From an optimization exercise on the open Yosys and OpenROAD flow, aimed at small area and a short achievable clock period; shortcuts taken in it are not production practice.
The RTL was checked by simulation tests, not by an equivalence proof against the original design.
Power and IR drop assume default switching activity.

## run A
// btb_sat
module btb_sat #(
   parameter int ENTRIES  = 8,
   parameter int IDX_W    = 3,
   parameter int PC_W     = 32,
   parameter int CNT_W    = 2,
   parameter int CNT_INIT = 2
) (
   input  logic            clk,
   input  logic            reset,
   input  logic [PC_W-1:0] pc_in,
   output logic            hit,
   output logic            token,
   output logic [PC_W-1:0] next_pc_out,
   input  logic            is_req_pc,
   input  logic [PC_W-1:0] req_pc,
   input  logic [PC_W-1:0] predict_target,
   input  logic            req_taken,
   input  logic            flush
);
==> flow/config.mk <==
export PLATFORM = sky130hd
export DESIGN_NAME = btb_sat
export DESIGN_NICKNAME = btb_sat
export VERILOG_FILES = /design/flow/design.v
export SDC_FILE = /design/flow/constraint.sdc
export NUM_CORES = 4
export LEC_CHECK = 0
export ABC_CLOCK_PERIOD_IN_PS = 4000
export CAP_MARGIN = 20
export CORE_MARGIN = 2
export CORE_UTILIZATION = 65
export SETUP_SLACK_MARGIN = 3.0
export SLEW_MARGIN = 20
==> flow/constraint.sdc <==
create_clock -name core_clock -period 8.0 [get_ports {clk}]
set_input_delay 1.6000 -clock core_clock [delete_from_list [all_inputs] [get_ports {clk}]]
set_output_delay 1.6000 -clock core_clock [all_outputs]
set_load 0.01 [all_outputs]
standard.sh (not shown) runs the stock make flow with config.mk's settings and CLKGATE_MAP_FILE= SYNTH_SCRIPT=/design/flow/synth_recipe.tcl, a recipe that flattens the netlist after the stock synthesis.
==> flow/flow/run.sh <==
#!/bin/bash
set -euo pipefail
export BUFFER_PORTS_ARGS="-buffer_cell sky130_fd_sc_hd__buf_2"
export CTS_ARGS="-sink_clustering_enable -repair_clock_nets -dont_use_dummy_load -sink_clustering_size 20 -sink_clustering_max_diameter 80"
PLATFORM_DONT_USE="sky130_fd_sc_hd__probe_p_8 sky130_fd_sc_hd__probec_p_8 sky130_fd_sc_hd__lpflow_bleeder_1 sky130_fd_sc_hd__lpflow_clkbufkapwr_1 sky130_fd_sc_hd__lpflow_clkbufkapwr_16 sky130_fd_sc_hd__lpflow_clkbufkapwr_2 sky130_fd_sc_hd__lpflow_clkbufkapwr_4 sky130_fd_sc_hd__lpflow_clkbufkapwr_8 sky130_fd_sc_hd__lpflow_clkinvkapwr_1 sky130_fd_sc_hd__lpflow_clkinvkapwr_16 sky130_fd_sc_hd__lpflow_clkinvkapwr_2 sky130_fd_sc_hd__lpflow_clkinvkapwr_4 sky130_fd_sc_hd__lpflow_clkinvkapwr_8 sky130_fd_sc_hd__lpflow_decapkapwr_12 sky130_fd_sc_hd__lpflow_decapkapwr_3 sky130_fd_sc_hd__lpflow_decapkapwr_4 sky130_fd_sc_hd__lpflow_decapkapwr_6 sky130_fd_sc_hd__lpflow_decapkapwr_8 sky130_fd_sc_hd__lpflow_inputiso0n_1 sky130_fd_sc_hd__lpflow_inputiso0p_1 sky130_fd_sc_hd__lpflow_inputiso1n_1 sky130_fd_sc_hd__lpflow_inputiso1p_1 sky130_fd_sc_hd__lpflow_inputisolatch_1 sky130_fd_sc_hd__lpflow_isobufsrc_1 sky130_fd_sc_hd__lpflow_isobufsrc_16 sky130_fd_sc_hd__lpflow_isobufsrc_2 sky130_fd_sc_hd__lpflow_isobufsrc_4 sky130_fd_sc_hd__lpflow_isobufsrc_8 sky130_fd_sc_hd__lpflow_isobufsrckapwr_16 sky130_fd_sc_hd__lpflow_lsbuf_lh_hl_isowell_tap_1 sky130_fd_sc_hd__lpflow_lsbuf_lh_hl_isowell_tap_2 sky130_fd_sc_hd__lpflow_lsbuf_lh_hl_isowell_tap_4 sky130_fd_sc_hd__lpflow_lsbuf_lh_isowell_4 sky130_fd_sc_hd__lpflow_lsbuf_lh_isowell_tap_1 sky130_fd_sc_hd__lpflow_lsbuf_lh_isowell_tap_2 sky130_fd_sc_hd__lpflow_lsbuf_lh_isowell_tap_4"
EXTRA_DONT_USE="sky130_fd_sc_hd__nor4_1 sky130_fd_sc_hd__nor4_2 sky130_fd_sc_hd__nor4_4 sky130_fd_sc_hd__nor4b_1 sky130_fd_sc_hd__nor4b_2 sky130_fd_sc_hd__nor4b_4 sky130_fd_sc_hd__nor4bb_1 sky130_fd_sc_hd__nor4bb_2 sky130_fd_sc_hd__nor4bb_4"
bash standard.sh "DONT_USE_CELLS=$PLATFORM_DONT_USE $EXTRA_DONT_USE" finish > standard.log 2>&1
Inputs modified between run A and run B:
# run A
export LEC_CHECK = 0
export ABC_CLOCK_PERIOD_IN_PS = 4000
export CAP_MARGIN = 20
export CORE_MARGIN = 2
export CORE_UTILIZATION = 65
export SETUP_SLACK_MARGIN = 3.0
export SLEW_MARGIN = 20
create_clock -name core_clock -period 8.0 [get_ports {clk}]
# run B
export LEC_CHECK = 0
export ABC_CLOCK_PERIOD_IN_PS = 4000
export CAP_MARGIN = 20
export CORE_MARGIN = 2
export CORE_UTILIZATION = 65
export SETUP_SLACK_MARGIN = 2.8
export SLEW_MARGIN = 20
create_clock -name core_clock -period 8.0 [get_ports {clk}]
==> flow/flow/run.sh <==
#!/bin/bash
set -euo pipefail
export BUFFER_PORTS_ARGS="-buffer_cell sky130_fd_sc_hd__buf_2"
export CTS_ARGS="-sink_clustering_enable -repair_clock_nets -dont_use_dummy_load -sink_clustering_size 25 -sink_clustering_max_diameter 90"
PLATFORM_DONT_USE="sky130_fd_sc_hd__probe_p_8 sky130_fd_sc_hd__probec_p_8 sky130_fd_sc_hd__lpflow_bleeder_1 sky130_fd_sc_hd__lpflow_clkbufkapwr_1 sky130_fd_sc_hd__lpflow_clkbufkapwr_16 sky130_fd_sc_hd__lpflow_clkbufkapwr_2 sky130_fd_sc_hd__lpflow_clkbufkapwr_4 sky130_fd_sc_hd__lpflow_clkbufkapwr_8 sky130_fd_sc_hd__lpflow_clkinvkapwr_1 sky130_fd_sc_hd__lpflow_clkinvkapwr_16 sky130_fd_sc_hd__lpflow_clkinvkapwr_2 sky130_fd_sc_hd__lpflow_clkinvkapwr_4 sky130_fd_sc_hd__lpflow_clkinvkapwr_8 sky130_fd_sc_hd__lpflow_decapkapwr_12 sky130_fd_sc_hd__lpflow_decapkapwr_3 sky130_fd_sc_hd__lpflow_decapkapwr_4 sky130_fd_sc_hd__lpflow_decapkapwr_6 sky130_fd_sc_hd__lpflow_decapkapwr_8 sky130_fd_sc_hd__lpflow_inputiso0n_1 sky130_fd_sc_hd__lpflow_inputiso0p_1 sky130_fd_sc_hd__lpflow_inputiso1n_1 sky130_fd_sc_hd__lpflow_inputiso1p_1 sky130_fd_sc_hd__lpflow_inputisolatch_1 sky130_fd_sc_hd__lpflow_isobufsrc_1 sky130_fd_sc_hd__lpflow_isobufsrc_16 sky130_fd_sc_hd__lpflow_isobufsrc_2 sky130_fd_sc_hd__lpflow_isobufsrc_4 sky130_fd_sc_hd__lpflow_isobufsrc_8 sky130_fd_sc_hd__lpflow_isobufsrckapwr_16 sky130_fd_sc_hd__lpflow_lsbuf_lh_hl_isowell_tap_1 sky130_fd_sc_hd__lpflow_lsbuf_lh_hl_isowell_tap_2 sky130_fd_sc_hd__lpflow_lsbuf_lh_hl_isowell_tap_4 sky130_fd_sc_hd__lpflow_lsbuf_lh_isowell_4 sky130_fd_sc_hd__lpflow_lsbuf_lh_isowell_tap_1 sky130_fd_sc_hd__lpflow_lsbuf_lh_isowell_tap_2 sky130_fd_sc_hd__lpflow_lsbuf_lh_isowell_tap_4"
EXTRA_DONT_USE="sky130_fd_sc_hd__nor4_1 sky130_fd_sc_hd__nor4_2 sky130_fd_sc_hd__nor4_4 sky130_fd_sc_hd__nor4b_1 sky130_fd_sc_hd__nor4b_2 sky130_fd_sc_hd__nor4b_4 sky130_fd_sc_hd__nor4bb_1 sky130_fd_sc_hd__nor4bb_2 sky130_fd_sc_hd__nor4bb_4"
export GLOBAL_PLACEMENT_ARGS="-timing_driven_net_weight_max 5 -timing_driven_nets_percentage 20"
bash standard.sh "DONT_USE_CELLS=$PLATFORM_DONT_USE $EXTRA_DONT_USE" finish > standard.log 2>&1
- The flow did not stop early for run B: all stages ran, and the layout cleared the timing, DRC and antenna checks.
- A standard cell with the maximum stage delay on the critical path of a2111oi_2 is what run B shows, while a2111oi_4 belongs to run A.
- The multi-input logic cell count on run A is in line with that on run B.
- First-pass GRT wire length: run B worse than run A
- Lower total of clock buffers placed in the layout was reported by run B, not run A.
Relative to run B, the following input files were edited for run C:
# run B
export LEC_CHECK = 0
export ABC_CLOCK_PERIOD_IN_PS = 4000
export CAP_MARGIN = 20
export CORE_MARGIN = 2
export CORE_UTILIZATION = 65
export SETUP_SLACK_MARGIN = 2.8
export SLEW_MARGIN = 20
create_clock -name core_clock -period 8.0 [get_ports {clk}]
# run C
export LEC_CHECK = 0
export ABC_CLOCK_PERIOD_IN_PS = 4000
export CAP_MARGIN = 20
export CORE_MARGIN = 2
export CORE_UTILIZATION = 65
export SETUP_SLACK_MARGIN = 3.5
export SLEW_MARGIN = 20
create_clock -name core_clock -period 8.0 [get_ports {clk}]
==> flow/flow/run.sh <==
#!/bin/bash
set -euo pipefail
export BUFFER_PORTS_ARGS="-buffer_cell sky130_fd_sc_hd__buf_2"
export CTS_ARGS="-sink_clustering_enable -repair_clock_nets -dont_use_dummy_load -sink_clustering_size 20 -sink_clustering_max_diameter 80"
PLATFORM_DONT_USE="sky130_fd_sc_hd__probe_p_8 sky130_fd_sc_hd__probec_p_8 sky130_fd_sc_hd__lpflow_bleeder_1 sky130_fd_sc_hd__lpflow_clkbufkapwr_1 sky130_fd_sc_hd__lpflow_clkbufkapwr_16 sky130_fd_sc_hd__lpflow_clkbufkapwr_2 sky130_fd_sc_hd__lpflow_clkbufkapwr_4 sky130_fd_sc_hd__lpflow_clkbufkapwr_8 sky130_fd_sc_hd__lpflow_clkinvkapwr_1 sky130_fd_sc_hd__lpflow_clkinvkapwr_16 sky130_fd_sc_hd__lpflow_clkinvkapwr_2 sky130_fd_sc_hd__lpflow_clkinvkapwr_4 sky130_fd_sc_hd__lpflow_clkinvkapwr_8 sky130_fd_sc_hd__lpflow_decapkapwr_12 sky130_fd_sc_hd__lpflow_decapkapwr_3 sky130_fd_sc_hd__lpflow_decapkapwr_4 sky130_fd_sc_hd__lpflow_decapkapwr_6 sky130_fd_sc_hd__lpflow_decapkapwr_8 sky130_fd_sc_hd__lpflow_inputiso0n_1 sky130_fd_sc_hd__lpflow_inputiso0p_1 sky130_fd_sc_hd__lpflow_inputiso1n_1 sky130_fd_sc_hd__lpflow_inputiso1p_1 sky130_fd_sc_hd__lpflow_inputisolatch_1 sky130_fd_sc_hd__lpflow_isobufsrc_1 sky130_fd_sc_hd__lpflow_isobufsrc_16 sky130_fd_sc_hd__lpflow_isobufsrc_2 sky130_fd_sc_hd__lpflow_isobufsrc_4 sky130_fd_sc_hd__lpflow_isobufsrc_8 sky130_fd_sc_hd__lpflow_isobufsrckapwr_16 sky130_fd_sc_hd__lpflow_lsbuf_lh_hl_isowell_tap_1 sky130_fd_sc_hd__lpflow_lsbuf_lh_hl_isowell_tap_2 sky130_fd_sc_hd__lpflow_lsbuf_lh_hl_isowell_tap_4 sky130_fd_sc_hd__lpflow_lsbuf_lh_isowell_4 sky130_fd_sc_hd__lpflow_lsbuf_lh_isowell_tap_1 sky130_fd_sc_hd__lpflow_lsbuf_lh_isowell_tap_2 sky130_fd_sc_hd__lpflow_lsbuf_lh_isowell_tap_4"
EXTRA_DONT_USE="sky130_fd_sc_hd__nor4_1 sky130_fd_sc_hd__nor4_2 sky130_fd_sc_hd__nor4_4 sky130_fd_sc_hd__nor4b_1 sky130_fd_sc_hd__nor4b_2 sky130_fd_sc_hd__nor4b_4 sky130_fd_sc_hd__nor4bb_1 sky130_fd_sc_hd__nor4bb_2 sky130_fd_sc_hd__nor4bb_4"
bash standard.sh "DONT_USE_CELLS=$PLATFORM_DONT_USE $EXTRA_DONT_USE" finish > standard.log 2>&1
Notes after the runs:
Run C closes out successfully: all stages finished, all timing, DRC and antenna checks passed.
The global routing usage on met1 of run C is lower than that of run B.
The run showing the greater pin slew with the least headroom to its limit is run B.
Summary of run C over run B: sum of routed wire segments on met1 dropped about 4%, post-detailed-routing wire length decreased by 2.8 mm relative to the old numbers, core utilization went up 2.6 points.


Setup of willow:
btb_sat again, from the RTL that the note above started with.
make LEC_CHECK=0 ABC_CLOCK_PERIOD_IN_PS=4000 CAP_MARGIN=20 CORE_MARGIN=2 CORE_UTILIZATION=70 PLACE_DENSITY=0.8 SETUP_SLACK_MARGIN=3.0 SLEW_MARGIN=20 finish   # period 8.0 ns
run.sh (not shown) runs the stock make flow with config.mk's settings and CLKGATE_MAP_FILE= SYNTH_SCRIPT=/design/flow/synth_recipe.tcl, a recipe that flattens the netlist after the stock synthesis.
Stock flow here: none of the scripts above is used.
| willow | all stages done | FAIL | capacitance limit, slew limit |
Here is what was changed in the inputs of juniper compared with willow.
- CORE_UTILIZATION changed from 70 to 65
- PLACE_DENSITY removed (was 0.8)
- SETUP_SLACK_MARGIN changed from 3.0 to 2.0
==> flow/flow/run.sh (new file) <==
#!/bin/bash
set -euo pipefail
export BUFFER_PORTS_ARGS="-buffer_cell sky130_fd_sc_hd__buf_2"
export CTS_ARGS="-sink_clustering_enable -repair_clock_nets -dont_use_dummy_load -sink_clustering_size 20 -sink_clustering_max_diameter 80"
bash standard.sh > standard.log 2>&1
==> flow/standard.sh (new file) <==
#!/bin/bash
# synth_recipe.tcl (not shown) runs the flow's synth.tcl, then flattens the netlist and writes it again
# the make line also repeats each setting of config.mk as NAME=value (left out here)
make -C /OpenROAD-flow-scripts/flow DESIGN_CONFIG=/design/flow/config.mk WORK_HOME=/design/flow/orfs CLKGATE_MAP_FILE= SYNTH_SCRIPT=/design/flow/synth_recipe.tcl "${@:-finish}"
removed: flow/run.sh
--- outcome ---
The final layout from juniper, which completed every stage, passed the timing, DRC and antenna checks at the end of the flow.
The signal arrival time at the worst endpoint in juniper was lower than what willow gave.
juniper vs willow: footprint of the multi-input gates down by a few percent
Termination of the worst setup path: next_pc_out[16] -> willow, next_pc_out[9] -> juniper
The number of sequential cells in the layout of willow and that of juniper are within noise of each other.
Relative to willow, the internal cell power of juniper is lower by about 15%.
Input changes introduced in sierra (baseline for comparison: juniper):
- SETUP_SLACK_MARGIN changed from 2.0 to 3.0
==> flow/flow/run.sh <==
#!/bin/bash
set -euo pipefail
here=$(cd "$(dirname "$0")" && pwd)
export BUFFER_PORTS_ARGS="-buffer_cell sky130_fd_sc_hd__buf_2"
export CTS_ARGS="-sink_clustering_enable -repair_clock_nets -dont_use_dummy_load -sink_clustering_size 20 -sink_clustering_max_diameter 80"
export PRE_IO_PLACEMENT_TCL="$here/io.tcl"
bash standard.sh > standard.log 2>&1
==> flow/flow/io.tcl (new file) <==
# Pin regions: the zero-latency fetch path (pc_in -> next_pc_out/hit/token) on
# the bottom edge, the update port on the top edge.
set fetch {hit token}
set upd {is_req_pc req_taken}
for {set b 0} {$b < 32} {incr b} {
  lappend fetch "pc_in\[$b\]" "next_pc_out\[$b\]"
  lappend upd "req_pc\[$b\]" "predict_target\[$b\]"
}
set_io_pin_constraint -pin_names $fetch -region bottom:*
set_io_pin_constraint -pin_names $upd -region top:*
Notes after the runs:
- juniper → sierra: net count reported at finish has increased, number of multi-input combinational cells in the layout has remained practically unchanged, power consumption has remained practically unchanged.
- Of sierra and juniper, the run reporting the lower sequential share of layout area was sierra.
- For the maximum fanout along the worst path, sierra came in 27 lower than juniper did.
For maple, these inputs were changed with respect to sierra:
- clearing ABC_CLOCK_PERIOD_IN_PS, which used to be 4000
- swapping 65 for 55 in CORE_UTILIZATION
==> flow/flow/run.sh <==
#!/bin/bash
set -euo pipefail
export BUFFER_PORTS_ARGS="-buffer_cell sky130_fd_sc_hd__buf_2"
export CTS_ARGS="-sink_clustering_enable -repair_clock_nets -dont_use_dummy_load -sink_clustering_size 20 -sink_clustering_max_diameter 80"
bash standard.sh > standard.log 2>&1
removed: flow/flow/io.tcl
Findings:
Between maple and sierra, it is maple whose clock share of power is higher, by 3.0 points.
Cell with the biggest individual delay on the critical path: nor4_4 -> maple, nor4_2 -> sierra
Sort sierra and maple by cell area, descending, and maple comes first.
Diff sierra..maple | synthesized cell count | unchanged
The final reports for maple and sierra show area of the die higher in the former.
sierra has a lower depth of the critical timing path with buffers and inverters included than maple.
Post-layout minimum cycle time delta (sierra -> maple): insignificant
### maple -> quartz
- swapping 55 for 65 in CORE_UTILIZATION
- putting ABC_CLOCK_PERIOD_IN_PS at 4000 where nothing was set
==> run summary <==
Relative to maple, final-layout non-clock buffer area share has gone down in quartz.
Taking maple as 1.0, quartz lands at 0.922 on number of cell rows.
Number of buffer and inverter stages on the critical path, quartz and maple, higher one = maple.
[quartz] fmax rose 1.7% relative to maple
The inputs of cedar differ from those of quartz as listed below.
==> flow/flow/run.sh <==
#!/bin/bash
set -euo pipefail
export BUFFER_PORTS_ARGS="-buffer_cell sky130_fd_sc_hd__buf_2"
export RECOVER_POWER=100
bash standard.sh > standard.log 2>&1
==> comparison <==
Of cedar and quartz, it is cedar that has the higher clock tree buffer count of the final layout. Per the comparison of cedar with quartz, data arrival time at the worst-slack endpoint moved up, fmax dropped 14%, share of layout cells above drive strength 1 went down 3.6 points. quartz: PASS, flow complete, no timing, DRC or antenna violations. | cedar | all stages done | FAIL | capacitance limit, slew limit |.

==> afterwards: timing with drivers on the ports <==
The results above use ideal ports. As a check the final layouts listed here were re-extracted and re-timed, cells and wires unchanged. Step 1 assumes that a clkbuf_16 drives the clock port and a buf_2 every other input. Step 2 also shifts input and output timing later by t, the mid clock arrival at the registers, as if the neighbouring blocks saw the same clock. Three values: no drivers, after step 1, after step 2; two values: the first two.
run	shift t [ns]	slack for setup (ns)	worst setup path at the end
run A	0.608	2.592 / 2.514 / 2.514	input to output
run B	0.647	2.489 / 2.427 / 2.257	input to register
run C	0.609	2.590 / 2.435 / 2.435	input to output
willow	0.695	1.284 / 1.210 / 1.210	input to register
juniper	0.613	1.992 / 1.957 / 1.607	input to register
sierra	0.657	2.296 / 2.244 / 2.244	input to output
maple	0.626	2.294 / 2.238 / 2.238	input to output
quartz	0.657	2.387 / 2.324 / 2.324	input to output
cedar	0.654	1.449 / 1.388 / 0.877	input to register
The setup slack of cedar, which loses most, moves by -0.061 ns with the drivers and by -0.572 ns with both steps.
